Context: an optimization exercise on an open-source flow, tuned for small area, a short achievable clock period and few clock cycles. The choices shown serve that exercise and are no tape-out recipe.
Only simulation tests tie the RTL to the original design; equivalence was not proved.
Power and IR drop assume default switching activity.

==> design/flow/design.v <==
package smePkg;
    typedef logic [8-1:0] smeChar;
    typedef logic [5-1:0] smeIndex;
    typedef struct packed {
        smeChar [8-1:0] chars;
        smeChar prevChar;
        smeChar endChar;
        logic atStart;
        logic atEnd;
    } smeWindow;
    typedef struct packed {
        smeChar [8-1:0] core;
        logic [3:0] coreLen;
        logic anchorStart;
        logic anchorEnd;
    } smePattern;
    typedef enum logic [1:0] {
        loadString,
        loadPattern,
        scan,
        result
    } smeState;
endpackage
`timescale 1ns/10ps
module smeTop
(
    input  logic       clk,
    input  logic       reset,
    input  logic [7:0] charData,
    input  logic       isString,
    input  logic       isPattern,
    output logic       valid,
    output logic       match,
    output logic [4:0] matchIndex
);
    localparam int S = 32;
    function automatic logic geConst(input logic [4:0] a, input int b);
        logic r;
        r = 1'b1;
        for (int k = 0; k < 5; k++)
        begin
            if (b[k])
                r = a[k] & r;
            else
                r = a[k] | r;
        end
        geConst = r;
    endfunction
    function automatic logic gt5(input logic [4:0] a, input logic [4:0] b);
        logic rLo;
        logic rHi;
        logic eqHi;
        rLo = 1'b0;
        for (int k = 0; k < 3; k++)
        begin
            rLo = (a[k] & ~b[k]) | (~(a[k] ^ b[k]) & rLo);
        end
        rHi = (a[4] & ~b[4]) | (~(a[4] ^ b[4]) & a[3] & ~b[3]);
        eqHi = (a[4:3] == b[4:3]);
        gt5 = rHi | (eqHi & rLo);
    endfunction
    function automatic logic [4:0] sub5(input logic [4:0] a, input logic [4:0] b);
        logic borrow;
        logic [1:0] hi0;
        logic [1:0] hi1;
        borrow = 1'b0;
        for (int k = 0; k < 3; k++)
        begin
            sub5[k] = a[k] ^ b[k] ^ borrow;
            borrow = (~a[k] & b[k]) | (~(a[k] ^ b[k]) & borrow);
        end
        hi0 = a[4:3] - b[4:3];
        hi1 = a[4:3] - b[4:3] - 2'd1;
        sub5[4:3] = borrow ? hi1 : hi0;
    endfunction
    function automatic logic [4:0] add5(input logic [4:0] a, input logic [4:0] b);
        logic carry;
        carry = 1'b0;
        for (int k = 0; k < 5; k++)
        begin
            add5[k] = a[k] ^ b[k] ^ carry;
            carry = (a[k] & b[k]) | ((a[k] ^ b[k]) & carry);
        end
    endfunction
    function automatic logic [4:0] inc5(input logic [4:0] a);
        logic carry;
        carry = 1'b1;
        for (int k = 0; k < 5; k++)
        begin
            inc5[k] = a[k] ^ carry;
            carry = a[k] & carry;
        end
    endfunction
    function automatic logic [5:0] highest(input logic [S-1:0] v);
        logic [5:0] n1 [16];
        logic [5:0] n2 [8];
        logic [5:0] n3 [4];
        logic [5:0] n4 [2];
        for (int a = 0; a < 16; a++)
            n1[a] = v[2*a+1] ? {1'b1, 4'd0, 1'b1} : {v[2*a], 5'd0};
        for (int a = 0; a < 8; a++)
            n2[a] = n1[2*a+1][5] ? {1'b1, 3'd0, 1'b1, n1[2*a+1][0]} : {n1[2*a][5], 3'd0, 1'b0, n1[2*a][0]};
        for (int a = 0; a < 4; a++)
            n3[a] = n2[2*a+1][5] ? {1'b1, 2'd0, 1'b1, n2[2*a+1][1:0]} : {n2[2*a][5], 2'd0, 1'b0, n2[2*a][1:0]};
        for (int a = 0; a < 2; a++)
            n4[a] = n3[2*a+1][5] ? {1'b1, 1'd0, 1'b1, n3[2*a+1][2:0]} : {n3[2*a][5], 1'd0, 1'b0, n3[2*a][2:0]};
        highest = n4[1][5] ? {1'b1, 1'b1, n4[1][3:0]} : {n4[0][5], 1'b0, n4[0][3:0]};
    endfunction
    logic [7:0] ring [S];
    logic [S-1:0] cand;
    logic isStringQ;
    logic isPatternQ;
    logic [4:0] sPos;
    logic [4:0] snPos;       
    logic [4:0] kPos;
    logic caretQ;        
    logic dollarQ;       
    always_ff @(posedge clk)
    begin
        ring[0] <= isString ? charData : ring[S-1];
        for (int p = 1; p < S; p++)
        begin
            ring[p] <= ring[p-1];
        end
    end
    always_ff @(posedge clk)
    begin
        sPos <= (isString && !isStringQ) ? 5'd0 : inc5(sPos);
        snPos <= isString ? 5'd31 : inc5(snPos);
    end
    logic [S-1:0] isS0;
    logic [S-1:0] isSN;
    logic [S-1:0] kLe;
    always_comb
    begin
        for (int q = 0; q < S; q++)
        begin
            isS0[q] = (sPos == 5'(q));
            isSN[q] = (snPos == 5'(q));
            kLe[q] = geConst(kPos, q);
        end
    end
    logic isDot;
    logic isCaret;
    logic isDollar;
    logic [S-1:0] eq;
    logic [S-1:0] sp;
    logic [S-1:0] dl;
    assign isDot = (charData == 8'h2e);
    assign isCaret = (charData == 8'h5e);
    assign isDollar = (charData == 8'h24);
    always_comb
    begin
        for (int q = 0; q < S; q++)
        begin
            eq[q] = (ring[q] == charData);
            sp[q] = (ring[q] == 8'h20);
            dl[q] = (ring[q] == 8'h24);
        end
    end
    logic [S-1:0] base;
    logic [S-1:0] startOk;
    always_comb
    begin
        for (int q = 0; q < S; q++)
        begin
            startOk[q] = sp[q] || isS0[(q+S-1)%S];
            base[q] = cand[q] && (!dollarQ || (dl[(q+1)%S] && !isSN[(q+1)%S]));
        end
    end
    logic [S-1:0] candX;
    logic [S-1:0] candY;
    logic keepY;
    always_comb
    begin
        for (int q = 0; q < S; q++)
        begin
            if (!isPatternQ)
            begin
                candX[q] = 1'b1;
                candY[q] = startOk[q];
            end
            else if (caretQ)
            begin
                candX[q] = cand[q];
                candY[q] = 1'b0;
            end
            else
            begin
                candX[q] = base[q] && !isSN[q];
                candY[q] = base[q];
            end
        end
        keepY = isPatternQ ? (!caretQ && isDollar) : isCaret;
    end
    logic selY;
    logic selDot;
    logic selEq;
    assign selY = keepY;
    assign selDot = !keepY && isDot;
    assign selEq = !keepY;
    always_ff @(posedge clk)
    begin
        for (int q = 0; q < S; q++)
        begin
            cand[q] <= (selY && candY[q]) || (selDot && candX[q]) || (selEq && candX[q] && eq[q]);
        end
        caretQ <= !isPatternQ && isCaret;
        dollarQ <= isPatternQ && !caretQ && isDollar;
        if (isPattern && !isPatternQ)
        begin
            kPos <= isCaret ? inc5(sPos) : sPos;
        end
    end
    logic [S-1:0] fin;
    logic [S-1:0] finLo;
    logic [S-1:0] atEnd;
    always_comb
    begin
        for (int q = 0; q < S; q++)
        begin
            fin[q] = cand[q] && (!dollarQ || sp[(q+1)%S]);
            finLo[q] = fin[q] && kLe[q];
            atEnd[q] = cand[q] && isSN[(q+1)%S];
        end
    end
    logic [5:0] hLo;
    logic [5:0] hAll;
    logic [4:0] hitPos;
    logic hitAny;
    logic hitLo;         
    logic endAny;
    logic [4:0] endIdx;
    logic resPend;
    assign hLo = highest(finLo);
    assign hAll = highest(fin);
    always_ff @(posedge clk or posedge reset)
    begin
        if (reset)
        begin
            isStringQ <= 1'b0;
            isPatternQ <= 1'b0;
            resPend <= 1'b0;
            valid <= 1'b0;
        end
        else
        begin
            isStringQ <= isString;
            isPatternQ <= isPattern;
            resPend <= isPatternQ && !isPattern;
            valid <= resPend;
        end
    end
    logic [4:0] loPos;
    logic loLeK;
    logic [4:0] hitIdx;
    logic hitOk;
    logic [4:0] nM1;
    always_ff @(posedge clk)
    begin
        nM1 <= add5(sPos, ~snPos);
        loPos <= sub5(kPos, nM1);
        loLeK <= !gt5(nM1, kPos);
    end
    logic endOk;
    assign hitIdx = sub5(kPos, hitPos);
    assign hitOk = hitAny && (loLeK ? (!gt5(loPos, hitPos) && hitLo)
                                    : (!gt5(loPos, hitPos) || hitLo));
    assign endOk = endAny && !gt5(endIdx, nM1);
    always_ff @(posedge clk)
    begin
        hitPos <= hLo[5] ? hLo[4:0] : hAll[4:0];
        hitAny <= hAll[5];
        hitLo <= hLo[5];
        endAny <= dollarQ && (|atEnd);
        endIdx <= sub5(kPos, sub5(snPos, 5'd1));
        match <= hitOk || endOk;
        matchIndex <= hitOk ? hitIdx : endOk ? endIdx : 5'd0;
    end
endmodule
==> design/flow/run.sh <==
#!/bin/bash
# synth_recipe.tcl (not shown) runs the flow's synth.tcl, then flattens the netlist and writes it again
# the make line also repeats each setting of config.mk as NAME=value (left out here)
make -C /OpenROAD-flow-scripts/flow DESIGN_CONFIG=/design/flow/config.mk WORK_HOME=/design/flow/orfs CLKGATE_MAP_FILE= SYNTH_SCRIPT=/design/flow/synth_recipe.tcl finish
==> design/flow/config.mk <==
export PLATFORM = sky130hd
export DESIGN_NAME = smeTop
export DESIGN_NICKNAME = smeTop
export VERILOG_FILES = /design/flow/design.v
export SDC_FILE = /design/flow/constraint.sdc
export NUM_CORES = 4
export LEC_CHECK = 0
export CAP_MARGIN = 20
export CORE_MARGIN = 2
export CORE_UTILIZATION = 60
export CTS_BUF_LIST = sky130_fd_sc_hd__clkbuf_4 sky130_fd_sc_hd__clkbuf_8
export CTS_CLUSTER_DIAMETER = 60
export CTS_CLUSTER_SIZE = 14
export SETUP_SLACK_MARGIN = 4.4
export SLEW_MARGIN = 20
==> design/flow/constraint.sdc <==
create_clock -name core_clock -period 7.0 [get_ports {clk}]
set_input_delay 1.4000 -clock core_clock [delete_from_list [all_inputs] [get_ports {clk}]]
set_output_delay 1.4000 -clock core_clock [all_outputs]
set_load 0.01 [all_outputs]
==> results of run 1 <==
==> worst max path at each step <==
stage | startpoint | endpoint | slack [ps] | cells past startpoint
floorplan | charData[7] | cand[1] | 4180 | 6
CTS | kPos[3] | hitPos[2] | 4390 | 9
global placement | charData[4] | cand[16] | 2560 | 10
global route | ring[6][4] | hitPos[1] | 4300 | 8
finish | ring[15][4] | hitPos[2] | 4370 | 8
detailed placement | charData[4] | cand[16] | 2530 | 10
==> kinds of logic (layout without fill, tap and decap cells) <==
kind of cell | count (synthesis) | count (layout) | share of synthesized area [%]
mux | 10 | 10 | 0.722
compound gates | 307 | 307 | 14.0
simple gates | 480 | 482 | 17.4
other cells | 0 | 1 | 0
fa+ha+maj | 38 | 38 | 3.53
flops | 339 | 339 | 45.0
buf+inv | 136 | 188 | 3.52
xor+xnor | 275 | 275 | 15.8
==> cell usage in the layout, fill, tap and decap left out, types with 6 or more instances in the layout <==
cell | netlist | routed
clkbuf_2 | 0 | 6
nor2b_1 | 15 | 11
nor3_1 | 22 | 17
a21oi_1 | 35 | 35
fa_1 | 9 | 9
or2_2 | 6 | 6
a221oi_1 | 16 | 12
o21ai_1 | 10 | 17
nand4_1 | 74 | 74
nand2_1 | 92 | 89
o21bai_1 | 7 | 6
buf_12 | 0 | 8
xnor2_1 | 241 | 241
buf_6 | 1 | 8
nand2b_1 | 15 | 15
dfxtp_1 | 330 | 328
and2_1 | 9 | 8
nand3_1 | 44 | 43
a21o_1 | 6 | 6
mux2_2 | 8 | 8
nor2_1 | 92 | 87
nor4_1 | 28 | 27
or3_1 | 10 | 10
o2111ai_1 | 7 | 7
a32oi_1 | 9 | 9
o21ai_0 | 62 | 52
ha_1 | 27 | 27
o211ai_1 | 6 | 6
xor2_1 | 34 | 34
and3_1 | 8 | 8
o22ai_1 | 51 | 50
buf_4 | 1 | 51
inv_1 | 54 | 50
or4_1 | 21 | 19
or4b_1 | 24 | 20
or4b_4 | 4 | 8
buf_2 | 11 | 7
a31oi_1 | 19 | 19
clkbuf_8 | 0 | 33
==> critical path, delay by kind of cell (launching register included) <==
kind,cells,cell delay (ps)
and+or+nand+nor,3,790
DFF,1,350
AOI/OAI and AO/OA,5,1340
==> power by group <==
part | switching, mW | internal, mW
sequential | 0.184 | 2.11
clock | 0.687 | 0.458
combinational | 0.497 | 0.356
==> sequential cells by signal, summed over array words and instances (netlist names) <==
name,cells
valid,1
ring,256
dollarQ,1
isPatternQ,1
hitAny,1
loPos,5
matchIndex,5
endAny,1
endIdx,5
nM1,5
isStringQ,1
loLeK,1
caretQ,1
hitPos,5
kPos,5
resPend,1
sPos,5
cand,32
hitLo,1
match,1
snPos,5
==> cell type report <==
| type | count | area (sq um) | share of cell area, % |
|---|---|---|---|
| inverters | 57 | 241 | 1.40 |
| clock buffers | 36 | 477 | 2.77 |
| clock inverters | 7 | 73.8 | 0.429 |
| diodes | 1 | 2.50 | 0.0145 |
| repair buffers | 88 | 866 | 5.03 |
| multi-input cells | 1112 | 8260 | 48.1 |
| flip-flops and latches | 339 | 6860 | 39.9 |
| well taps | 330 | 413 | 2.40 |
==> per-stage QoR <==
step / instances / setup WS [ps] / total power [mW] / cell area, sq um
2_1_floorplan: 1585 / 4180 / 2.83 / 15400
3_3_place_gp: 1868 / 2560 / 3.07 / 15600
3_5_place_dp: 1868 / 2530 / 3.08 / 15600
4_1_cts: 1950 / 4390 / 4.24 / 16800
5_1_grt: 1969 / 4300 / 4.45 / 17200
6_report: 1970 / 4370 / 4.29 / 17200
==> per-layer routing <==
layer / vias up / global-route usage [%] / share of wire (%)
li1: 5772 / - / -
met1: 6186 / 51.5 / 41
met2: 740 / 59.5 / 44
met3: 200 / 5.89 / 8.9
met4: 0 / 16.4 / 5.7
met5: - / 0 / 0
==> what timing repair did <==
action,in CTS,in global routing
setup endpoints to repair,52,29
hold endpoints to repair,0,0
gates resized for setup,77,59
cloned,5,1
setup buffers,34,18
hold buffers,0,0
pin swaps,7,18
==> metrics.md, run 1 <==
| Metric | Value |
|---|---|
| Vias per Instance | `6.55` |
| Largest stage delay, worst path | `640 ps` |
| Mapped Nets | `1633` |
| TritonCTS clock tree | `done` |
| Outcome | `finished clean` |
| Number of synthesized flops with an enable pin | `5` |
| Number of fill cells | `1952` |
| Worst min-delay path category | `register to register` |
| Yosys top cell area share | `43.3%` |
| Cells on worst reg2reg path | `8` |
| Beginning of the worst register-to-register path | `ring[15][4]` |
| Overflow left after global routing | `0` |
| I/O pin count | `19` |
| Root Buffer Master | `clkbuf_8` |
| Most area-hungry cell type in the Yosys netlist | `dfxtp_1` |
| Count of final hold-check violations | `0` |
| Initial core utilization | `60.9%` |
| Maxcap violations | `0` |
| Pin count of the biggest net entering global routing | `35` |
| Endpoints failing setup | `0` |
| Cell chain of the critical path | `or4b_1 -> o21ai_4 -> a22o_1 -> nor4_4 -> a211oi_2 -> o2111a_1 -> nor2_1 -> o31a_1` |
| Worst-Skew Late Latency | `650 ps` |
| Antenna violations before repair | `0` |
| Horizontal die dimension | `163 microns` |
| Area growth from synthesis to final layout | `12.8%` |
| Die boundary height | `163 microns` |
| Die ar. | `26700 sq um` |
| Worst setup slack for register-to-register paths | `4370 ps` |
| TritonCTS Buffers | `31` |
| Number of clock sinks | `339` |
| Highest-delay cell along the critical path | `or4b_1` |
| DRT iter0 DRCs | `1642` |
| Post-synthesis sequential element count | `339` |
| Count of cells along the worst hold path | `0` |
| Depth of the CTS H-tree | `1` |
| First-pass GRT wire length | `76.1 mm` |
| Achievable frequency | `380 MHz` |
| Max FO, Critical Path | `5` |
| Launch point of the worst hold path | `ring[30][0]` |
| Startpoint class of the critical path | `register` |
| Hold Path Sink | `ring[31][0]` |
| IR drop worst, VDD | `0.000228 V` |
| Worst endpoint required time | `7500 ps` |
| DR pass1 iterations | `6` |
| Max-slew violation count | `0` |
| Reg-to-Reg End | `hitPos[2]` |
| Overall Global Routing Usage | `37.7%` |
| Total detailed-routing wirelength | `50.9 mm` |
| DRC | `0` |
| Port buffer count | `18` |
| Most frequently used cell type in the post-synthesis netlist | `dfxtp_1` |
| Final cell utilization of the core | `68.7%` |
| Half-perimeter wire length after placement | `34.6 mm` |
| Top cells by area, synth | `dfxtp_1 (43%), xnor2_1 (14%), nand4_1 (3.0%), nand2_1 (2.3%), nor2_1 (2.3%)` |
| Top cells by count, synth | `dfxtp_1 (330), xnor2_1 (241), nand2_1 (92), nor2_1 (92), nand4_1 (74)` |
| Ratio of cells with drive above 1 in the final layout | `14.2%` |
| Critical Path AT | `3130 ps` |
| Residual antenna-violating net count after detailed routing | `0` |
| Syn. warnings | `10` |
| Power per cell area | `250 nW/um^2` |
| Number of standard cells after synthesis | `1585` |
| Critical path type | `register to register` |
| Slew of the pin with the lowest slew margin | `859 ps` |
| Dominant synthesized flop cell | `dfxtp_1` |
| Placer's final routability congestion estimate | `1.02` |
| Count of nets after finishing | `1677` |
| Cell Area, Synth | `15200 sq um` |
| Sum of negative setup slack | `0 ps` |
| Leakage | `6.17 nW` |
| Max-slew headroom at the worst pin | `42.7%` |
| Post-Route Hold Slack | `366 ps` |
| Setup crit end kind | `register` |
| Final Cycle Share | `37.5%` |
| Clock transition at the register clock pins on the worst setup and hold paths after CTS | `90 ps` |
| Unrepaired setup endpoints after global routing | `yes` |
| Via total after detailed routing | `12900` |
| Sequential element share of the synthesized area | `45.0%` |
| Async set-reset flop share out of synthesis | `1.18%` |
| Post-Synthesis Mean Instance Area | `9.62 sq um` |
| Final worst path period need | `2630 ps` |
| Final worst clock skew | `38.6 ps` |
| Unique cell type count in the Yosys netlist | `93` |
| Cell row count | `58` |
| CORE AREA | `25000 sq um` |
| Clock tree buffer depth | `3` |
| Vias in the first global route | `12300` |
| WL/cell | `25.9 microns` |
Testbench counts, summed over its fixed seeds: cycles 6,945.
==> run 2, diff against run 1 <==
--- a/design/flow/design.v
+++ b/design/flow/design.v
@@ -241,15 +241,17 @@
             isStringQ <= 1'b0;
             isPatternQ <= 1'b0;
             resPend <= 1'b0;
-            valid <= 1'b0;
         end
         else
         begin
             isStringQ <= isString;
             isPatternQ <= isPattern;
             resPend <= isPatternQ && !isPattern;
-            valid <= resPend;
-        end
+        end
+    end
+    always_ff @(posedge clk)
+    begin
+        valid <= resPend;
     end
     logic [4:0] loPos;
     logic loLeK;
==> run 2 against run 1 <==
Register-to-register slack better by 60 ps. Clock power shrank 5%. Sequential power barely moved. Highest routed layer unchanged. Via count fell by 2.4%. First-iteration DRC count shrank 7.4%. Final area down 0.19%. Largest power group unchanged. Count of clock-buffer cells in the layout is 2 lower.
==> metrics.md, run 2 <==
| Metric | Value |
|---|---|
| Reg with most FFs | `ring (unchanged)` |
| Total detailed-routing wirelength | `49.5 mm (was 50.9 mm)` |
| Top cells by area, synth | `dfxtp_1 (43%), xnor2_1 (14%), nand4_1 (3.0%), nand2_1 (2.3%), nor2_1 (2.3%) (unchanged)` |
| Placer's final routability congestion estimate | `1.01 (was 1.02)` |
| Startpoint class of the critical path | `input pin (was register)` |
| Clock transition at the register clock pins on the worst setup and hold paths after CTS | `90 ps (about the same)` |
| DRC | `0 (unchanged)` |
| Die boundary height | `163 microns (about the same)` |
| Leakage | `6.10 nW (was 6.17 nW)` |
| Max-slew headroom at the worst pin | `34.0% (was 42.7%)` |
| Overall Global Routing Usage | `36.7% (was 37.7%)` |
| Outcome | `finished clean (unchanged)` |
| Maxcap violations | `0 (unchanged)` |
| Slew of the pin with the lowest slew margin | `987 ps (was 859 ps)` |
| Yosys top cell area share | `43.5% (was 43.3%)` |
| Number of standard cells after synthesis | `1585 (unchanged)` |
| Dominant synthesized flop cell | `dfxtp_1 (unchanged)` |
| Max-slew violation count | `0 (unchanged)` |
| Largest stage delay, worst path | `220 ps (was 640 ps)` |
| Syn. warnings | `10 (unchanged)` |
| Pin count of the biggest net entering global routing | `36 (was 35)` |
| Filler-free cell count of the finished design | `1960 (was 1970)` |
| Cell chain of the critical path | `buf_2 -> buf_12 -> nor2b_4 -> nand3_4 -> nor2_4 -> buf_4 -> buf_6 -> o21ai_0 -> nor2_1 -> o22ai_1 -> a21boi_0 (was or4b_1 -> o21ai_4 -> a22o_1 -> nor4_4 -> a211oi_2 -> o2111a_1 -> nor2_1 -> o31a_1)` |
| Root Buffer Master | `clkbuf_8 (unchanged)` |
| Portion of total power attributed to the clock network | `25.7% (was 26.7%)` |
| Critical Path AT | `3080 ps (was 3130 ps)` |
| Vias per Instance | `6.42 (was 6.55)` |
| Clock tree buffer depth | `3 (unchanged)` |
| Unrepaired setup endpoints after global routing | `yes (unchanged)` |
| Port buffer count | `18 (unchanged)` |
| CTS hold repair buffers | `0 (unchanged)` |
| IR drop worst, VDD | `0.000230 V (was 0.000228 V)` |
| Most frequent cells in the layout | `dfxtp_1 (328), xnor2_1 (241), nand2_1 (90) (was dfxtp_1 (328), xnor2_1 (241), nand2_1 (89))` |
| Achievable frequency | `390 MHz (was 380 MHz)` |
| Sequential cell area | `6860 sq um (about the same)` |
| Proportion of power drawn by flip-flops and latches | `54.5% (was 53.5%)` |
| Worst-Skew Late Latency | `620 ps (was 650 ps)` |
| Leading registers by flop count | `ring (256), cand (32) (unchanged)` |
| CORE AREA | `25000 sq um (unchanged)` |
| Placed Cells incl. Taps | `1868 (unchanged)` |
| Horizontal die dimension | `163 microns (about the same)` |
| Max FO, Critical Path | `34 (was 5)` |
| Endpoints failing setup | `0 (unchanged)` |
| Critical path type | `input pin to register (was register to register)` |
| Sequential element share of the synthesized area | `45.0% (about the same)` |
| Switching share of total power | `31.5% (was 31.9%)` |
| Final worst clock skew | `16.7 ps (was 38.6 ps)` |
| Final cell utilization of the core | `68.6% (was 68.7%)` |
| Cell row count | `58 (unchanged)` |
| Most common cell after layout, fill and taps aside | `dfxtp_1 (unchanged)` |
| Ratio of cells with drive above 1 in the final layout | `13.7% (was 14.2%)` |
| Vias in the first global route | `12100 (was 12300)` |
| Post-synthesis sequential element count | `339 (unchanged)` |
| Highest-delay cell along the critical path | `nor2_4 (was or4b_1)` |
| Most area-hungry cell type in the Yosys netlist | `dfxtp_1 (unchanged)` |
| Switch Pwr | `1.33 mW (was 1.37 mW)` |
| Area growth from synthesis to final layout | `12.7% (was 12.8%)` |
| Final Cycle Share | `36.6% (was 37.5%)` |
| Top cells by count, synth | `dfxtp_1 (331), xnor2_1 (241), nand2_1 (92), nor2_1 (92), nand4_1 (74) (was dfxtp_1 (330), xnor2_1 (241), nand2_1 (92), nor2_1 (92), nand4_1 (74))` |
| Worst min-delay path category | `register to register (unchanged)` |
| Most frequently used cell type in the post-synthesis netlist | `dfxtp_1 (unchanged)` |
| Residual antenna-violating net count after detailed routing | `0 (unchanged)` |
| Worst endpoint required time | `7510 ps (was 7500 ps)` |
| Cell Area, Synth | `15200 sq um (about the same)` |
| I/O pin count | `19 (unchanged)` |
| Antenna violations before repair | `1 (was 0)` |
| Worst Path Buf+Inv | `4 (was 0)` |
| Initial core utilization | `60.9% (about the same)` |
| DR pass1 iterations | `5 (was 6)` |
| Post-Route Hold Slack | `366 ps (about the same)` |
| Setup crit end kind | `register (unchanged)` |
| TritonCTS clock tree | `done (unchanged)` |
| CP top delay family | `simple AND/OR/NAND/NOR gates (was compound AO/OA/AOI/OAI gates)` |
| Max reg flops | `256 (unchanged)` |
| Count of final hold-check violations | `0 (unchanged)` |
| Power per cell area | `246 nW/um^2 (was 250 nW/um^2)` |
| Count of nets after finishing | `1669 (was 1677)` |
| Number of fill cells | `1992 (was 1952)` |
| Internal power consumption | `2.89 mW (was 2.92 mW)` |
| Half-perimeter wire length after placement | `33.9 mm (was 34.6 mm)` |
| Depth of the CTS H-tree | `1 (unchanged)` |
| Die ar. | `26700 sq um (about the same)` |
| Async set-reset flop share out of synthesis | `0.885% (was 1.18%)` |
| Final worst path period need | `2570 ps (was 2630 ps)` |
| TritonCTS Buffers | `30 (was 31)` |
| Footprint of the multi-input gates | `8310 sq um (was 8260 sq um)` |
| Setup slack of the critical path after layout | `4430 ps (was 4370 ps)` |
| Combinational share of power | `19.9% (about the same)` |
| Number of synthesized flops with an enable pin | `5 (unchanged)` |
| Pre-CTS worst setup slack | `2590 ps (was 2530 ps)` |
| First-pass GRT wire length | `73.9 mm (was 76.1 mm)` |
| Post-Synthesis Mean Instance Area | `9.61 sq um (was 9.62 sq um)` |
| Via total after detailed routing | `12600 (was 12900)` |
| Unique cell type count in the Yosys netlist | `93 (unchanged)` |
| Number of clock sinks | `339 (unchanged)` |
| DRT iter0 DRCs | `1520 (was 1642)` |
| Mapped Nets | `1633 (unchanged)` |
| Sum of negative setup slack | `0 ps (unchanged)` |
| WL/cell | `25.2 microns (was 25.9 microns)` |
| Overflow left after global routing | `0 (unchanged)` |
## run 2: final timing paths
kind,start,endpoint,slack [ps],cells past startpoint
min in group asynchronous,reset,isPatternQ,970,2
worst max register to register,ring[11][4],hitPos[2],4430,8
max in group asynchronous,reset,isStringQ,5880,2
worst min register to register,resPend,valid,370,0
worst max-delay path,charData[0],cand[26],4430,11
worst min-delay path,resPend,valid,370,0
## run 2: layer usage
layer	vias to the layer above	wire length, microns	share of wire, %	global-route usage (%)
li1	5754	-	-	-
met1	5956	20500	41	48.8
met2	690	22100	45	59.4
met3	192	4190	8.5	5.43
met4	0	2710	5.5	16.1
met5	-	0	0	0
## run 2: metrics by stage
stage          total power [mW]  instance area, sq um
2_1_floorplan              2.83                 15400
3_3_place_gp               3.07                 15600
3_5_place_dp               3.09                 15600
4_1_cts                    4.19                 16700
5_1_grt                    4.39                 17200
6_report                   4.22                 17200
## run 2: repair_timing
action | in CTS | in global routing
pin swaps | 5 | 20
gates cloned | 3 | 2
gates resized for setup | 82 | 52
endpoints found under the setup margin | 53 | 29
setup buffers | 26 | 20
endpoints found under the hold margin | 0 | 0
## run 2: logic make-up (layout without fill, tap and decap cells)
| kind of cell | Yosys count | count (layout) | share of synthesized area, % |
|---|---|---|---|
| AO/OA/AOI/OAI | 307 | 307 | 14.0 |
| XOR/XNOR | 275 | 275 | 15.8 |
| adder cells (fa/ha/maj) | 38 | 38 | 3.53 |
| buffers and inverters | 136 | 178 | 3.52 |
| flip-flops | 339 | 339 | 45.0 |
| multiplexers | 10 | 10 | 0.723 |
| other | 0 | 1 | 0 |
| AND/OR/NAND/NOR | 480 | 482 | 17.4 |
## run 2: worst reg2reg max path, cell delays in order (launching register included)
cell	delay [ps]
dfxtp_1	360
or4b_4	580
o21a_2	300
o32ai_4	290
a22oi_2	140
nor2b_1	150
a211o_1	270
a31o_1	220
o31a_1	130
## run 2: cell type report
type	count	area share, %
Multi-Input combinational cell	1112	48.4
Tap cell	330	2.41
Timing Repair Buffer	81	4.95
Clock inverter	6	0.328
Inverter	57	1.35
Sequential cell	339	39.9
Clock buffer	34	2.62
Antenna cell	1	0.0146
## run 2: power by group through the flow
stage	Combinational (mW)	Sequential, mW	Clock [mW]
final	0.839	2.30	1.08
after global routing	0.910	2.31	1.16
after CTS	0.804	2.29	1.09
after detailed placement	0.745	2.34	0
after global placement	0.731	2.34	0
after floorplan	0.568	2.26	0
Testbench counts of run 2, summed over its fixed seeds: cycles 6,945.
==> run 3, diff against run 2 <==
--- a/design/flow/config.mk
+++ b/design/flow/config.mk
@@ -11,5 +11,6 @@
 export CTS_BUF_LIST = sky130_fd_sc_hd__clkbuf_4 sky130_fd_sc_hd__clkbuf_8
 export CTS_CLUSTER_DIAMETER = 60
 export CTS_CLUSTER_SIZE = 14
+export PLACE_DENSITY = 0.55
 export SETUP_SLACK_MARGIN = 4.4
 export SLEW_MARGIN = 20
==> run 3 against run 2 <==
Final area did not move. Combinational power about the same. Wire length unchanged. First-iteration DRC count did not move. Worst setup slack stayed put. Via count unchanged. Non-clock buffer count did not move. Cell count unchanged. Sequential share of layout area unchanged. Synthesized cell count did not move. Register-to-register slack barely moved. Critical endpoint unchanged. Global-route usage stayed put.
==> metrics.md, run 3 <==
| Metric | Value |
|---|---|
| CTS hold repair buffers | `0 (unchanged)` |
| IR drop worst, VDD | `0.000230 V (unchanged)` |
| Depth of the CTS H-tree | `1 (unchanged)` |
| WL/cell | `25.2 microns (unchanged)` |
| Most frequent cells in the layout | `dfxtp_1 (328), xnor2_1 (241), nand2_1 (90) (unchanged)` |
| Root Buffer Master | `clkbuf_8 (unchanged)` |
| Maxcap violations | `0 (unchanged)` |
| Initial core utilization | `60.9% (unchanged)` |
| Vias per Instance | `6.42 (unchanged)` |
| Cell chain of the critical path | `buf_2 -> buf_12 -> nor2b_4 -> nand3_4 -> nor2_4 -> buf_4 -> buf_6 -> o21ai_0 -> nor2_1 -> o22ai_1 -> a21boi_0 (unchanged)` |
| Number of standard cells after synthesis | `1585 (unchanged)` |
| Largest stage delay, worst path | `220 ps (about the same)` |
| Number of synthesized flops with an enable pin | `5 (unchanged)` |
| Max-slew headroom at the worst pin | `34.0% (unchanged)` |
| TritonCTS clock tree | `done (unchanged)` |
| TritonCTS Buffers | `30 (unchanged)` |
| Final worst path period need | `2570 ps (unchanged)` |
| Count of final hold-check violations | `0 (unchanged)` |
| I/O pin count | `19 (unchanged)` |
| Post-synthesis sequential element count | `339 (unchanged)` |
| Pin count of the biggest net entering global routing | `36 (unchanged)` |
| Antenna violations before repair | `1 (unchanged)` |
| Unrepaired setup endpoints after global routing | `yes (unchanged)` |
| Syn. warnings | `10 (unchanged)` |
| Setup crit end kind | `register (unchanged)` |
| Sum of negative setup slack | `0 ps (unchanged)` |
| DR pass1 iterations | `5 (unchanged)` |
| Total detailed-routing wirelength | `49.5 mm (unchanged)` |
| Most area-hungry cell type in the Yosys netlist | `dfxtp_1 (unchanged)` |
| Cells on worst reg2reg path | `8 (unchanged)` |
| Top cells by count, synth | `dfxtp_1 (331), xnor2_1 (241), nand2_1 (92), nor2_1 (92), nand4_1 (74) (unchanged)` |
| Horizontal die dimension | `163 microns (unchanged)` |
| Hold Path Sink | `valid (unchanged)` |
| Clock tree buffer depth | `3 (unchanged)` |
| Unique cell type count in the Yosys netlist | `93 (unchanged)` |
| Critical path type | `input pin to register (unchanged)` |
| Overflow left after global routing | `0 (unchanged)` |
| Port buffer count | `18 (unchanged)` |
| Sequential element share of the synthesized area | `45.0% (unchanged)` |
| Via total after detailed routing | `12600 (unchanged)` |
| Async set-reset flop share out of synthesis | `0.885% (unchanged)` |
| Leakage | `6.10 nW (unchanged)` |
| Residual antenna-violating net count after detailed routing | `0 (unchanged)` |
| Worst endpoint required time | `7510 ps (about the same)` |
| Vias in the first global route | `12100 (unchanged)` |
| Worst min-delay path category | `register to register (unchanged)` |
| Reg-to-Reg End | `hitPos[2] (unchanged)` |
| Top cells by area, synth | `dfxtp_1 (43%), xnor2_1 (14%), nand4_1 (3.0%), nand2_1 (2.3%), nor2_1 (2.3%) (unchanged)` |
| CP top delay family | `simple AND/OR/NAND/NOR gates (unchanged)` |
| Dominant synthesized flop cell | `dfxtp_1 (unchanged)` |
| Worst-Skew Late Latency | `620 ps (about the same)` |
| Total power | `4.22 mW (unchanged)` |
| Most frequently used cell type in the post-synthesis netlist | `dfxtp_1 (unchanged)` |
| Endpoints failing setup | `0 (unchanged)` |
| Half-perimeter wire length after placement | `33.9 mm (unchanged)` |
| Area growth from synthesis to final layout | `12.7% (unchanged)` |
| Max-slew violation count | `0 (unchanged)` |
| Launch point of the worst hold path | `resPend (unchanged)` |
| Most common cell after layout, fill and taps aside | `dfxtp_1 (unchanged)` |
| Die boundary height | `163 microns (unchanged)` |
| Final worst clock skew | `16.7 ps (unchanged)` |
| Count of cells along the worst hold path | `0 (unchanged)` |
| Cell row count | `58 (unchanged)` |
| Leading registers by flop count | `ring (256), cand (32) (unchanged)` |
| Post-Synthesis Mean Instance Area | `9.61 sq um (unchanged)` |
| Die ar. | `26700 sq um (unchanged)` |
| Count of nets after finishing | `1669 (unchanged)` |
| Worst Path Buf+Inv | `4 (unchanged)` |
| Slew of the pin with the lowest slew margin | `987 ps (unchanged)` |
| Achievable frequency | `390 MHz (unchanged)` |
| DRC | `0 (unchanged)` |
| Beginning of the worst register-to-register path | `ring[11][4] (unchanged)` |
| Worst setup slack for register-to-register paths | `4430 ps (about the same)` |
| Yosys top cell area share | `43.5% (unchanged)` |
| Power per cell area | `246 nW/um^2 (unchanged)` |
| DRT iter0 DRCs | `1520 (unchanged)` |
| Critical Path AT | `3080 ps (about the same)` |
| Startpoint class of the critical path | `input pin (unchanged)` |
| CORE AREA | `25000 sq um (unchanged)` |
| Clock transition at the register clock pins on the worst setup and hold paths after CTS | `90 ps (about the same)` |
| Final Cycle Share | `36.6% (unchanged)` |
| Highest-delay cell along the critical path | `nor2_4 (unchanged)` |
| Reg with most FFs | `ring (unchanged)` |
| Outcome | `finished clean (unchanged)` |
| Cell Area, Synth | `15200 sq um (unchanged)` |
| Max reg flops | `256 (unchanged)` |
| First-pass GRT wire length | `73.9 mm (unchanged)` |
| Overall Global Routing Usage | `36.7% (unchanged)` |
| Mapped Nets | `1633 (unchanged)` |
| Ratio of cells with drive above 1 in the final layout | `13.7% (unchanged)` |
| Max FO, Critical Path | `34 (unchanged)` |
| Number of clock sinks | `339 (unchanged)` |
| Placer's final routability congestion estimate | `1.01 (unchanged)` |
run 3: through the flow:
stage / hold WS, ps / instance area, sq um / setup WS, ps / cells / util, %
CTS: 371 / 16700 / 4360 / 1937 / 66.9
floorplan: 324 / 15400 / 4180 / 1585 / -
global placement: 329 / 15600 / 2630 / 1868 / 62.5
detailed placement: 330 / 15600 / 2590 / 1868 / 62.5
global route: 380 / 17200 / 4330 / 1959 / 68.6
finish: 366 / 17200 / 4430 / 1960 / 68.6
run 3: report_power, final:
group          internal, mW  switching, mW  leakage, nW
clock                 0.428          0.654        0.266
sequential             2.11          0.187         2.85
combinational         0.352          0.487         2.99
run 3: logic make-up (layout without fill, tap and decap cells):
group,Yosys count,after routing,share of synthesized area (%)
adders and majority gates,38,38,3.53
buffers and inverters,136,178,3.52
and+or+nand+nor,480,482,17.4
xor gates and xnor gates,275,275,15.8
DFF,339,339,45.0
AOI/OAI and AO/OA,307,307,14.0
muxes,10,10,0.723
other,0,1,0
run 3: worst max-delay path by stage:
stage                      startpoint         to  slack, ps  depth (start not counted)
after floorplan           charData[7]    cand[1]       4180                          6
after global placement    charData[2]   cand[16]       2630                         11
after detailed placement  charData[2]   cand[16]       2590                         11
after CTS                 charData[7]   cand[16]       4360                         10
after global routing       ring[7][7]  hitPos[0]       4330                          8
final                     charData[0]   cand[26]       4430                         11
run 3: per-layer routing:
layer  GRT usage [%]  part of all wire (%)  vias to the layer above  wire length (microns)
met2            59.4                    45                      690                  22100
met4            16.1                   5.5                        0                   2710
met5               0                     0                        -                      0
met3            5.43                   8.5                      192                   4190
met1            48.8                    41                     5956                  20500
li1                -                     -                     5754                      -
run 3: worst reg2reg max path, cell delays in order, from the launching register on:
cell	delay, ps
dfxtp_1	360
or4b_4	580
o21a_2	300
o32ai_4	290
a22oi_2	140
nor2b_1	150
a211o_1	270
a31o_1	220
o31a_1	130
run 3: area by class of cell:
| class | instances | area (sq um) |
|---|---|---|
| diodes | 1 | 2.50 |
| clock buffers | 34 | 449 |
| clock inverters | 6 | 56.3 |
| fillers | 1992 | 7870 |
| inverters | 57 | 231 |
| multi-input cells | 1112 | 8310 |
| flip-flops and latches | 339 | 6860 |
| well taps | 330 | 413 |
| repair buffers | 81 | 850 |
run 3: timing repair:
action | in CTS | in global routing
gates resized for setup | 82 | 52
setup endpoints to repair | 53 | 29
setup buffers | 26 | 20
gates cloned | 3 | 2
pin swaps | 5 | 20
==> run 4, diff against run 3 <==
--- a/design/flow/config.mk
+++ b/design/flow/config.mk
@@ -11,6 +11,6 @@
 export CTS_BUF_LIST = sky130_fd_sc_hd__clkbuf_4 sky130_fd_sc_hd__clkbuf_8
 export CTS_CLUSTER_DIAMETER = 60
 export CTS_CLUSTER_SIZE = 14
-export PLACE_DENSITY = 0.55
+export PLACE_DENSITY = 0.68
 export SETUP_SLACK_MARGIN = 4.4
 export SLEW_MARGIN = 20
==> run 4 against run 3 <==
Critical path depth down 3. Register-to-register slack worse by 80 ps. First-iteration DRC count down 7.4%.
==> metrics.md, run 4 <==
| Metric | Value |
|---|---|
| Antenna violations before repair | `1 (unchanged)` |
| Most area-hungry cell type in the Yosys netlist | `dfxtp_1 (unchanged)` |
| Overall Global Routing Usage | `36.2% (was 36.7%)` |
| Post-synthesis sequential element count | `339 (unchanged)` |
| Die boundary height | `163 microns (unchanged)` |
| Overflow left after global routing | `0 (unchanged)` |
| Most common cell after layout, fill and taps aside | `dfxtp_1 (unchanged)` |
| End point of the critical path | `hitPos[2] (was cand[26])` |
| Largest stage delay, worst path | `640 ps (was 220 ps)` |
| Area growth from synthesis to final layout | `12.1% (was 12.7%)` |
| Post-route cell area | `17100 sq um (was 17200 sq um)` |
| Unique cell type count in the Yosys netlist | `93 (unchanged)` |
| I/O pin count | `19 (unchanged)` |
| Top cells by area, synth | `dfxtp_1 (43%), xnor2_1 (14%), nand4_1 (3.0%), nand2_1 (2.3%), nor2_1 (2.3%) (unchanged)` |
| Number of standard cells after synthesis | `1585 (unchanged)` |
| Total power | `4.28 mW (was 4.22 mW)` |
| Clock tree buffer depth | `3 (unchanged)` |
| Outcome | `finished clean (unchanged)` |
| Slew of the pin with the lowest slew margin | `979 ps (was 987 ps)` |
| Critical Path AT | `3150 ps (was 3080 ps)` |
| Most frequently used cell type in the post-synthesis netlist | `dfxtp_1 (unchanged)` |
| Total detailed-routing wirelength | `49.5 mm (about the same)` |
| Max FO, Critical Path | `4 (was 34)` |
| Top cells by count, synth | `dfxtp_1 (331), xnor2_1 (241), nand2_1 (92), nor2_1 (92), nand4_1 (74) (unchanged)` |
| Achievable frequency | `378 MHz (was 390 MHz)` |
| Port buffer count | `18 (unchanged)` |
| Horizontal die dimension | `163 microns (unchanged)` |
| Count of nets after finishing | `1663 (was 1669)` |
| Vias per Instance | `6.46 (was 6.42)` |
| Clock transition at the register clock pins on the worst setup and hold paths after CTS | `80 ps (was 90 ps)` |
| Max reg flops | `256 (unchanged)` |
| First-pass GRT wire length | `73.4 mm (was 73.9 mm)` |
| Final worst path period need | `2650 ps (was 2570 ps)` |
| Maxcap violations | `0 (unchanged)` |
| Critical path type | `register to register (was input pin to register)` |
| Initial core utilization | `60.9% (unchanged)` |
| Reg-to-Reg End | `hitPos[2] (unchanged)` |
| Most frequent cells in the layout | `dfxtp_1 (330), xnor2_1 (241), nand2_1 (89) (was dfxtp_1 (328), xnor2_1 (241), nand2_1 (90))` |
| Leading registers by flop count | `ring (256), cand (32) (unchanged)` |
| Mapped Nets | `1633 (unchanged)` |
| TritonCTS Buffers | `31 (was 30)` |
| Unrepaired setup endpoints after global routing | `yes (unchanged)` |
| Sequential element share of the synthesized area | `45.0% (unchanged)` |
| Max-slew headroom at the worst pin | `34.5% (was 34.0%)` |
| Cell chain of the critical path | `or4b_1 -> o21ai_4 -> a32oi_1 -> o211ai_1 -> nand2_1 -> a211o_1 -> a31o_1 -> o31a_1 (was buf_2 -> buf_12 -> nor2b_4 -> nand3_4 -> nor2_4 -> buf_4 -> buf_6 -> o21ai_0 -> nor2_1 -> o22ai_1 -> a21boi_0)` |
| Post-Synthesis Mean Instance Area | `9.61 sq um (unchanged)` |
| Power per cell area | `250 nW/um^2 (was 246 nW/um^2)` |
| Pre-CTS worst setup slack | `2590 ps (about the same)` |
| TritonCTS clock tree | `done (unchanged)` |
| Cell row count | `58 (unchanged)` |
| Logic depth of the worst path, buffers included | `8 (was 11)` |
| Die ar. | `26700 sq um (unchanged)` |
| Max-slew violation count | `0 (unchanged)` |
| Placer's final routability congestion estimate | `0.964 (was 1.01)` |
| Worst-Skew Late Latency | `630 ps (was 620 ps)` |
| Endpoints failing setup | `0 (unchanged)` |
| Dominant synthesized flop cell | `dfxtp_1 (unchanged)` |
| Worst Path Buf+Inv | `0 (was 4)` |
| Setup slack of the critical path after layout | `4350 ps (was 4430 ps)` |
| Residual antenna-violating net count after detailed routing | `0 (unchanged)` |
| Half-perimeter wire length after placement | `34.6 mm (was 33.9 mm)` |
| Cells on worst reg2reg path | `8 (unchanged)` |
| DR pass1 iterations | `6 (was 5)` |
| Leakage | `6.07 nW (was 6.10 nW)` |
| IR drop worst, VDD | `0.000252 V (was 0.000230 V)` |
| Diode insertion count for antenna repair | `0 (was 1)` |
| Via total after detailed routing | `12600 (about the same)` |
| Highest-delay cell along the critical path | `or4b_1 (was nor2_4)` |
| Worst min-delay path category | `register to register (unchanged)` |
| CP top delay family | `compound AO/OA/AOI/OAI gates (was simple AND/OR/NAND/NOR gates)` |
| WL/cell | `25.3 microns (was 25.2 microns)` |
| Worst setup startpoint | `ring[3][4] (was charData[0])` |
| Beginning of the worst register-to-register path | `ring[3][4] (was ring[11][4])` |
| Cell Area, Synth | `15200 sq um (unchanged)` |
| Root Buffer Master | `clkbuf_8 (unchanged)` |
| Async set-reset flop share out of synthesis | `0.885% (unchanged)` |
| DRC | `0 (unchanged)` |
| Depth of the CTS H-tree | `1 (unchanged)` |
| Number of clock sinks | `339 (unchanged)` |
| DP Area | `15600 sq um (unchanged)` |
| Final Cycle Share | `37.8% (was 36.6%)` |
| Number of fill cells | `2066 (was 1992)` |
| Worst endpoint required time | `7510 ps (about the same)` |
| Final worst clock skew | `23.3 ps (was 16.7 ps)` |
| Worst setup slack for register-to-register paths | `4350 ps (was 4430 ps)` |
| Syn. warnings | `10 (unchanged)` |
| CORE AREA | `25000 sq um (unchanged)` |
| Reg with most FFs | `ring (unchanged)` |
| Sum of negative setup slack | `0 ps (unchanged)` |
| Yosys top cell area share | `43.5% (unchanged)` |
| Number of synthesized flops with an enable pin | `5 (unchanged)` |
| Pin count of the biggest net entering global routing | `36 (unchanged)` |
| DRT iter0 DRCs | `1408 (was 1520)` |
| Count of final hold-check violations | `0 (unchanged)` |
| Startpoint class of the critical path | `register (was input pin)` |
| Ratio of cells with drive above 1 in the final layout | `13.9% (was 13.7%)` |
| Setup crit end kind | `register (unchanged)` |
| Vias in the first global route | `12000 (was 12100)` |
## run 4: cell types whose count changed in the layout (fill, tap and decap cells not counted), moves of 3 or more
cell	before	now
buf_12	12	8
buf_4	46	39
buf_6	1	4
clkbuf_2	1	5
clkdlybuf4s15_1	6	0
or4b_1	16	19
or4b_4	12	9
## run 4: through the flow
stage | utilization, % | hold WS (ps) | cells
6_report | 68.2 | 372 | 1955
5_1_grt | 68.2 | 375 | 1955
4_1_cts | 66.5 | 372 | 1934
3_5_place_dp | 62.5 | 328 | 1868
3_3_place_gp | 62.5 | 326 | 1868
2_1_floorplan | - | 324 | 1585
## run 4: cell type report
type	instances	area, sq um	area share, %
clock buffers	35	463	2.71
inverters	57	239	1.40
repair buffers	74	714	4.18
clock inverters	8	104	0.608
flip-flops and latches	339	6860	40.1
well taps	330	413	2.42
multi-input cells	1112	8300	48.6
## run 4: how the worst min path moves through the flow
stage / from / endpoint / slack [ps] / depth (start not counted)
4_1_cts: resPend / valid / 370 / 0
3_5_place_dp: resPend / valid / 330 / 0
6_report: ring[20][5] / ring[21][5] / 370 / 0
3_3_place_gp: resPend / valid / 330 / 0
2_1_floorplan: resPend / valid / 320 / 0
5_1_grt: ring[30][1] / ring[31][1] / 370 / 0
## run 4: worst reg2reg max path, delay by kind of cell (launching register included)
kind	cells	cell delay, ps
AND/OR/NAND/NOR	2	780
AO/OA/AOI/OAI	6	1410
flip-flops	1	340
## run 4: kinds of logic after synthesis
logic type / count (synthesis) / synth area share, %
xor+xnor: 275 / 15.8
fa+ha+maj: 38 / 3.53
compound gates: 307 / 14.0
buf+inv: 136 / 3.52
flops: 339 / 45.0
mux: 10 / 0.723
simple gates: 480 / 17.4
## run 4: timing repair
item                                    in CTS  in global routing
setup buffers                               21                 19
hold buffers                                 0                  0
gates cloned                                 2                  2
pin swaps                                    5                 10
gates resized for setup                     68                 65
endpoints found under the setup margin      50                 42
## run 4: report_power, final
| group | total [mW] | leakage, nW | internal [mW] | switching, mW |
|---|---|---|---|---|
| sequential | 2.30 | 2.84 | 2.11 | 0.187 |
| clock | 1.15 | 0.291 | 0.483 | 0.665 |
| combinational | 0.831 | 2.94 | 0.343 | 0.488 |
## run 4: per-layer routing
layer	track usage (%)	part of all wire [%]	up-vias
li1	-	-	5744
met1	48.5	41	6027
met2	58.5	45	696
met3	5.69	8.2	165
met4	15.1	5.0	2
met5	0	0.026	-
==> run 5, diff against run 4 <==
--- a/design/flow/config.mk
+++ b/design/flow/config.mk
@@ -11,6 +11,6 @@
 export CTS_BUF_LIST = sky130_fd_sc_hd__clkbuf_4 sky130_fd_sc_hd__clkbuf_8
 export CTS_CLUSTER_DIAMETER = 60
 export CTS_CLUSTER_SIZE = 14
-export PLACE_DENSITY = 0.68
+export GPL_ROUTABILITY_DRIVEN = 0
 export SETUP_SLACK_MARGIN = 4.4
 export SLEW_MARGIN = 20
==> run 5 against run 4 <==
Largest cell class unchanged. Die area unchanged. Hold slack got worse by 23 ps. Highest routed layer is now met4. Still clean. Core utilization increased by 2.1 points. Maximum frequency increased by 1.3%. Global-route usage increased by 0.48 points. Critical endpoint is now cand[13]. Final area increased by 3.1%. Clock skew decreased by 6.4 ps. Non-clock buffer count increased by 39. Register-to-register slack improved by 70 ps. Cell count increased by 1.9%.
==> metrics.md, run 5 <==
| Metric | Value |
|---|---|
| Outcome | `finished clean (unchanged)` |
| Met1 usage in global routing | `48.1% (was 48.5%)` |
| Post-synthesis sequential element count | `339 (unchanged)` |
| Worst min-delay path category | `register to register (unchanged)` |
| Area growth from synthesis to final layout | `15.6% (was 12.1%)` |
| Slew of the pin with the lowest slew margin | `808 ps (was 979 ps)` |
| Count of nets after finishing | `1701 (was 1663)` |
| Most frequent cells in the layout | `dfxtp_1 (330), xnor2_1 (241), nand2_1 (89) (unchanged)` |
| Critical Path AT | `3120 ps (was 3150 ps)` |
| Die boundary height | `163 microns (unchanged)` |
| TritonCTS Buffers | `30 (was 31)` |
| Setup slack of the critical path after layout | `4390 ps (was 4350 ps)` |
| DRT iter0 DRCs | `1717 (was 1408)` |
| Clock tree buffer depth | `3 (unchanged)` |
| Die ar. | `26700 sq um (unchanged)` |
| Root Buffer Master | `clkbuf_8 (unchanged)` |
| Critical path's most frequent cell | `buf_12` |
| Worst-Skew Late Latency | `620 ps (was 630 ps)` |
| Reg with most FFs | `ring (unchanged)` |
| Final worst path period need | `2610 ps (was 2650 ps)` |
| Port buffer count | `18 (unchanged)` |
| Largest stage delay, worst path | `570 ps (was 640 ps)` |
| Cells on worst reg2reg path | `8 (unchanged)` |
| Count of final hold-check violations | `0 (unchanged)` |
| Pin count of the biggest net entering global routing | `36 (unchanged)` |
| Yosys top cell area share | `43.5% (unchanged)` |
| DRC | `0 (unchanged)` |
| Maxcap violations | `0 (unchanged)` |
| WL/cell | `25.6 microns (was 25.3 microns)` |
| Vias per Instance | `6.54 (was 6.46)` |
| Sum of negative setup slack | `0 ps (unchanged)` |
| Placed Cells incl. Taps | `1868 (unchanged)` |
| Half-perimeter wire length after placement | `32.9 mm (was 34.6 mm)` |
| Max-slew violation count | `0 (unchanged)` |
| Initial core utilization | `60.9% (unchanged)` |
| CP top delay family | `simple AND/OR/NAND/NOR gates (was compound AO/OA/AOI/OAI gates)` |
| Final Cycle Share | `37.3% (was 37.8%)` |
| Final worst clock skew | `16.8 ps (was 23.3 ps)` |
| Syn. warnings | `10 (unchanged)` |
| Sequential element share of the synthesized area | `45.0% (unchanged)` |
| Critical path type | `input pin to register (was register to register)` |
| Global-route track usage on met2 | `58.6% (was 58.5%)` |
| First-pass GRT wire length | `74.2 mm (was 73.4 mm)` |
| Top cells by area, synth | `dfxtp_1 (43%), xnor2_1 (14%), nand4_1 (3.0%), nand2_1 (2.3%), nor2_1 (2.3%) (unchanged)` |
| Most frequently used cell type in the post-synthesis netlist | `dfxtp_1 (unchanged)` |
| Setup crit end kind | `register (unchanged)` |
| Most common cell after layout, fill and taps aside | `dfxtp_1 (unchanged)` |
| Unique cell type count in the Yosys netlist | `93 (unchanged)` |
| Max FO, Critical Path | `6 (was 4)` |
| Number of clock sinks | `339 (unchanged)` |
| Total detailed-routing wirelength | `51.0 mm (was 49.5 mm)` |
| Post-Synthesis Mean Instance Area | `9.61 sq um (unchanged)` |
| Vias in the first global route | `12000 (about the same)` |
| Diode insertion count for antenna repair | `0 (unchanged)` |
| Overall Global Routing Usage | `36.7% (was 36.2%)` |
| Via total after detailed routing | `13000 (was 12600)` |
| Max-slew headroom at the worst pin | `46.1% (was 34.5%)` |
| CTS hold repair buffers | `0 (unchanged)` |
| Endpoints failing setup | `0 (unchanged)` |
| Number of synthesized flops with an enable pin | `5 (unchanged)` |
| Overflow left after global routing | `0 (unchanged)` |
| Residual antenna-violating net count after detailed routing | `0 (unchanged)` |
| Achievable frequency | `383 MHz (was 378 MHz)` |
| Cell Area, Synth | `15200 sq um (unchanged)` |
| Filler-free cell count of the finished design | `1992 (was 1955)` |
| Antenna violations before repair | `0 (was 1)` |
| GRT busiest layer | `met2 (unchanged)` |
| Leakage | `6.35 nW (was 6.07 nW)` |
| Post-Route Hold Slack | `349 ps (was 372 ps)` |
| Number of standard cells after synthesis | `1585 (unchanged)` |
| I/O pin count | `19 (unchanged)` |
| Max reg flops | `256 (unchanged)` |
| Mapped Nets | `1633 (unchanged)` |
| Pre-CTS worst setup slack | `2630 ps (was 2590 ps)` |
| Worst Path Buf+Inv | `4 (was 0)` |
| Count of cells along the worst hold path | `0 (unchanged)` |
| Top cells by count, synth | `dfxtp_1 (331), xnor2_1 (241), nand2_1 (92), nor2_1 (92), nand4_1 (74) (unchanged)` |
| CORE AREA | `25000 sq um (unchanged)` |
| Global routing met3 resource utilization | `6.75% (was 5.69%)` |
| Leading registers by flop count | `ring (256), cand (32) (unchanged)` |
| Horizontal die dimension | `163 microns (unchanged)` |
| Depth of the CTS H-tree | `1 (unchanged)` |
| Ratio of cells with drive above 1 in the final layout | `16.1% (was 13.9%)` |
| Cell row count | `58 (unchanged)` |
| IR drop worst, VDD | `0.000218 V (was 0.000252 V)` |
| Power per cell area | `243 nW/um^2 (was 250 nW/um^2)` |
| DR pass1 iterations | `8 (was 6)` |
| Cell chain of the critical path | `buf_12 -> buf_12 -> or4b_4 -> buf_6 -> nor2_4 -> buf_12 -> o22ai_1 -> a221oi_1 (was or4b_1 -> o21ai_4 -> a32oi_1 -> o211ai_1 -> nand2_1 -> a211o_1 -> a31o_1 -> o31a_1)` |
| Dominant synthesized flop cell | `dfxtp_1 (unchanged)` |
| Startpoint class of the critical path | `input pin (was register)` |
| Clock transition at the register clock pins on the worst setup and hold paths after CTS | `90 ps (was 80 ps)` |
| Worst endpoint required time | `7510 ps (about the same)` |
| Async set-reset flop share out of synthesis | `0.885% (unchanged)` |
| Most area-hungry cell type in the Yosys netlist | `dfxtp_1 (unchanged)` |
| Logic depth of the worst path, buffers included | `8 (unchanged)` |
| TritonCTS clock tree | `done (unchanged)` |
| Highest-delay cell along the critical path | `or4b_4 (was or4b_1)` |
| Unrepaired setup endpoints after global routing | `yes (unchanged)` |
==> run 5: cell counts after synthesis <==
No cell type changed its count.
==> run 5: area by class of cell <==
type | count | area [sq um]
Clock buffer | 34 | 455
Clock inverter | 7 | 75.1
Fill cell | 2001 | 7420
Inverter | 57 | 244
Multi-Input combinational cell | 1112 | 8350
Sequential cell | 339 | 6850
Tap cell | 330 | 413
Timing Repair Buffer | 113 | 1220
==> run 5: cell families after synthesis <==
logic type | synth area share, %
AND/OR/NAND/NOR | 17.4
AO/OA/AOI/OAI | 14.0
buffers and inverters | 3.52
XOR/XNOR | 15.8
adder cells (fa/ha/maj) | 3.53
flip-flops | 45.0
multiplexers | 0.723
==> run 5: repair_timing <==
action | CTS | global route
gates resized for setup | 77 | 89
pin swaps | 13 | 22
gates cloned | 5 | 5
buffers inserted | 33 | 40
endpoints found under the setup margin | 49 | 26
hold endpoints to repair | 0 | 0
==> run 5: metrics by stage <==
stage	power, mW	util [%]	cell area [sq um]
4_1_cts	4.23	67.4	16900
6_report	4.28	70.3	17600
3_5_place_dp	3.07	62.5	15600
5_1_grt	4.45	70.3	17600
3_3_place_gp	3.06	62.5	15600
2_1_floorplan	2.83	-	15400
==> run 5: path summary, 6_finish.rpt <==
check | slack, ps | to | startpoint
worst max-delay path | 4390 | cand[13] | charData[4]
worst min-delay path | 350 | valid | resPend
worst min register to register | 350 | valid | resPend
worst max register to register | 4420 | endAny | snPos[0]
min in group asynchronous | 950 | resPend | reset
max in group asynchronous | 5910 | isPatternQ | reset
==> run 5: layer usage <==
layer	routed length (microns)	up-vias
li1	-	5821
met1	20900	6170
met2	22900	804
met3	4340	232
met4	2870	0
met5	0	-
==> run 5: power by group <==
group | switching [mW] | total (mW) | internal, mW
sequential | 0.186 | 2.30 | 2.11
clock | 0.656 | 1.12 | 0.468
combinational | 0.487 | 0.856 | 0.368
total | 1.33 | 4.28 | 2.95
==> run 6, diff against run 5 <==
--- a/design/flow/config.mk
+++ b/design/flow/config.mk
@@ -7,10 +7,9 @@
 export LEC_CHECK = 0
 export CAP_MARGIN = 20
 export CORE_MARGIN = 2
-export CORE_UTILIZATION = 60
+export CORE_UTILIZATION = 52
 export CTS_BUF_LIST = sky130_fd_sc_hd__clkbuf_4 sky130_fd_sc_hd__clkbuf_8
 export CTS_CLUSTER_DIAMETER = 60
 export CTS_CLUSTER_SIZE = 14
-export GPL_ROUTABILITY_DRIVEN = 0
 export SETUP_SLACK_MARGIN = 4.4
 export SLEW_MARGIN = 20
==> run 6 against run 5 <==
Clock power hardly changed. Still clean on timing, DRC and antenna. Sequential share of layout area is 0.47 points higher. Cell count is 1.0% higher. Die area is 15% higher. Worst setup slack better by 14 ps. Highest routed layer unchanged. Non-clock buffer count is 32 lower.
==> metrics.md, run 6 <==
| Metric | Value |
|---|---|
| Half-perimeter wire length after placement | `35.1 mm (was 32.9 mm)` |
| Die boundary height | `175 microns (was 163 microns)` |
| Cell Area, Synth | `15200 sq um (unchanged)` |
| Initial core utilization | `52.9% (was 60.9%)` |
| Count of final hold-check violations | `0 (unchanged)` |
| Final worst clock skew | `22.3 ps (was 16.8 ps)` |
| Cell row count | `62 (was 58)` |
| Number of synthesized flops with an enable pin | `5 (unchanged)` |
| Dominant synthesized flop cell | `dfxtp_1 (unchanged)` |
| Max reg flops | `256 (unchanged)` |
| Residual antenna-violating net count after detailed routing | `0 (unchanged)` |
| Via total after detailed routing | `12500 (was 13000)` |
| Maxcap violations | `0 (unchanged)` |
| Clock tree buffer depth | `3 (unchanged)` |
| Outcome | `finished clean (unchanged)` |
| Critical path type | `register to register (was input pin to register)` |
| Syn. warnings | `10 (unchanged)` |
| DRT iter0 DRCs | `1191 (was 1717)` |
| Unrepaired setup endpoints after global routing | `yes (unchanged)` |
| Sum of negative setup slack | `0 ps (unchanged)` |
| Count of nets after finishing | `1668 (was 1701)` |
| Pin count of the biggest net entering global routing | `36 (unchanged)` |
| Mapped Nets | `1633 (unchanged)` |
| Largest stage delay, worst path | `480 ps (was 570 ps)` |
| Most frequent cells in the layout | `dfxtp_1 (327), xnor2_1 (241), nand2_1 (90) (was dfxtp_1 (330), xnor2_1 (241), nand2_1 (89))` |
| CTS hold repair buffers | `0 (unchanged)` |
| Cell chain of the critical path | `buf_4 -> nor3_4 -> nand2_1 -> a32oi_1 -> o211ai_1 -> buf_4 -> a2111oi_4 -> and2_4 -> nand2_1 -> o31a_1 (was buf_12 -> buf_12 -> or4b_4 -> buf_6 -> nor2_4 -> buf_12 -> o22ai_1 -> a221oi_1)` |
| Total power | `4.25 mW (was 4.28 mW)` |
| Most common cell after layout, fill and taps aside | `dfxtp_1 (unchanged)` |
| Post-Synthesis Mean Instance Area | `9.61 sq um (unchanged)` |
| Max FO, Critical Path | `5 (was 6)` |
| Worst min-delay path category | `register to register (unchanged)` |
| Post-synthesis sequential element count | `339 (unchanged)` |
| Clock transition at the register clock pins on the worst setup and hold paths after CTS | `90 ps (about the same)` |
| Diode insertion count for antenna repair | `0 (unchanged)` |
| Number of standard cells after synthesis | `1585 (unchanged)` |
| Port buffer count | `18 (unchanged)` |
| Max-slew violation count | `0 (unchanged)` |
| Critical Path AT | `3080 ps (was 3120 ps)` |
| IR drop worst, VDD | `0.000190 V (was 0.000218 V)` |
| TritonCTS clock tree | `done (unchanged)` |
| Startpoint class of the critical path | `register (was input pin)` |
| Cells on worst reg2reg path | `10 (was 8)` |
| Number of clock sinks | `339 (unchanged)` |
| DRC | `0 (unchanged)` |
| Yosys top cell area share | `43.5% (unchanged)` |
| Final worst path period need | `2600 ps (was 2610 ps)` |
| Pre-CTS worst setup slack | `2480 ps (was 2630 ps)` |
| Sequential element share of the synthesized area | `45.0% (unchanged)` |
| Antenna violations before repair | `0 (unchanged)` |
| Placer's final routability congestion estimate | `0.966` |
| Overflow left after global routing | `0 (unchanged)` |
| Top cells by count, synth | `dfxtp_1 (331), xnor2_1 (241), nand2_1 (92), nor2_1 (92), nand4_1 (74) (unchanged)` |
| Placed Cells incl. Taps | `1923 (was 1868)` |
| Overall Global Routing Usage | `33.7% (was 36.7%)` |
| DR pass1 iterations | `6 (was 8)` |
| Filler-free cell count of the finished design | `2012 (was 1992)` |
| Slew of the pin with the lowest slew margin | `962 ps (was 808 ps)` |
| Leading registers by flop count | `ring (256), cand (32) (unchanged)` |
| Count of cells along the worst hold path | `0 (unchanged)` |
| Final Cycle Share | `37.1% (was 37.3%)` |
| Unique cell type count in the Yosys netlist | `93 (unchanged)` |
| Most area-hungry cell type in the Yosys netlist | `dfxtp_1 (unchanged)` |
| Power per cell area | `244 nW/um^2 (was 243 nW/um^2)` |
| Highest-delay cell along the critical path | `edfxtp_1 (was or4b_4)` |
| CORE AREA | `28800 sq um (was 25000 sq um)` |
| Ratio of cells with drive above 1 in the final layout | `14.7% (was 16.1%)` |
| Vias in the first global route | `12400 (was 12000)` |
| Reg with most FFs | `ring (unchanged)` |
| Endpoints failing setup | `0 (unchanged)` |
| Achievable frequency | `385 MHz (was 383 MHz)` |
| Top cells by area, synth | `dfxtp_1 (43%), xnor2_1 (14%), nand4_1 (3.0%), nand2_1 (2.3%), nor2_1 (2.3%) (unchanged)` |
| Area growth from synthesis to final layout | `14.3% (was 15.6%)` |
| WL/cell | `25.8 microns (was 25.6 microns)` |
| TritonCTS Buffers | `29 (was 30)` |
| Async set-reset flop share out of synthesis | `0.885% (unchanged)` |
| First-pass GRT wire length | `78.2 mm (was 74.2 mm)` |
| Depth of the CTS H-tree | `1 (unchanged)` |
| Root Buffer Master | `clkbuf_8 (unchanged)` |
| Vias per Instance | `6.22 (was 6.54)` |
| I/O pin count | `19 (unchanged)` |
| Max-slew headroom at the worst pin | `35.8% (was 46.1%)` |
| Horizontal die dimension | `175 microns (was 163 microns)` |
| Leakage | `6.17 nW (was 6.35 nW)` |
| Total detailed-routing wirelength | `52.0 mm (was 51.0 mm)` |
| Setup slack of the critical path after layout | `4400 ps (was 4390 ps)` |
| Most frequently used cell type in the post-synthesis netlist | `dfxtp_1 (unchanged)` |
| Worst-Skew Late Latency | `620 ps (about the same)` |
| Setup crit end kind | `register (unchanged)` |
| Die ar. | `30700 sq um (was 26700 sq um)` |
| Worst endpoint required time | `7480 ps (was 7510 ps)` |
==> run 6: routing by layer <==
metal | track usage (%) | up-vias | wire length [microns]
met1 | 44.7 | 6011 | 21900
met5 | 0 | - | 0
met4 | 14.8 | 0 | 2590
met2 | 53.8 | 602 | 23400
met3 | 6.05 | 153 | 4060
li1 | - | 5749 | -
==> run 6: timing repair <==
action                     CTS  global route
setup buffers               37             7
pin swaps                   14            20
setup endpoints to repair   54            31
gates cloned                 6             0
resized for setup           86            77
==> run 6: kinds of logic (layout without fill, tap and decap cells) <==
| family | Yosys count | in the layout | share of synthesized area [%] |
|---|---|---|---|
| compound gates | 307 | 307 | 14.0 |
| xor+xnor | 275 | 275 | 15.8 |
| fa+ha+maj | 38 | 38 | 3.53 |
| buf+inv | 136 | 177 | 3.52 |
| flops | 339 | 339 | 45.0 |
| mux | 10 | 10 | 0.723 |
| simple gates | 480 | 482 | 17.4 |
==> run 6: cell type report <==
type	instances	area, sq um
Multi-Input combinational cell	1112	8430
Inverter	57	238
Fill cell	2441	11400
Tap cell	384	480
Clock inverter	3	46.3
Sequential cell	339	6860
Clock buffer	36	470
Timing Repair Buffer	81	896
==> run 6: through the flow <==
| step | area, sq um | hold slack (ps) | util (%) |
|---|---|---|---|
| 3_5_place_dp | 15700 | 330 | 54.6 |
| 3_3_place_gp | 15700 | 330 | 54.6 |
| 5_1_grt | 17400 | 379 | 60.5 |
| 2_1_floorplan | 15400 | 324 | - |
| 4_1_cts | 17100 | 354 | 59.3 |
| 6_report | 17400 | 356 | 60.5 |
==> run 6: power by group <==
part,leakage (nW),internal [mW],switching [mW]
combinational,3.05,0.352,0.495
sequential,2.85,2.11,0.184
clock,0.273,0.471,0.642
total,6.17,2.93,1.32
==> run 6: worst paths after layout <==
kind | start | endpoint | slack, ps
max | kPos[3] | hitPos[2] | 4400
min | resPend | valid | 360
max reg2reg | kPos[3] | hitPos[2] | 4400
min reg2reg | resPend | valid | 360
max in group asynchronous | reset | isStringQ | 5900
min in group asynchronous | reset | resPend | 960
==> run 6: worst max-delay path, delay by kind of cell, from the launching register on <==
| family | cells | cell delay (ps) |
|---|---|---|
| AOI/OAI and AO/OA | 4 | 1050 |
| DFF | 1 | 480 |
| buffers and inverters | 2 | 390 |
| and+or+nand+nor | 4 | 560 |

[static timing again, ports no longer ideal]
How much do the figures lean on ideal ports? The routed layouts below were timed once more, with nothing changed but the port constraints.
Step 1, drivers: a clkbuf_16 drives clk and a buf_2 each remaining input, both assumed.
Step 2 moves the port delays by t, midway between the first and last clock arrival at a register: inputs arrive t later, outputs are due t later. That takes back most of the time a late clock gives input paths.
Slacks: ideal / step 1 / step 2; pairs: ideal / step 1.
run | t (ns) | setup WS [ns] | clock arrival spread, ns
run 1 | 0.679 | 4.372 / 4.372 / 3.745 | 0.044 / 0.044
run 2 | 0.660 | 4.435 / 4.403 / 3.791 | 0.020 / 0.020
run 3 | 0.660 | 4.435 / 4.403 / 3.791 | 0.020 / 0.020
run 4 | 0.661 | 4.354 / 4.354 / 3.738 | 0.024 / 0.025
run 5 | 0.659 | 4.389 / 4.382 / 3.722 | 0.017 / 0.017
run 6 | 0.659 | 4.403 / 4.378 / 3.802 | 0.023 / 0.023
After both steps every run listed still meets setup and hold. For run 5, which loses most, drivers alone change the setup slack by -0.007 ns; drivers and shift together by -0.667 ns.
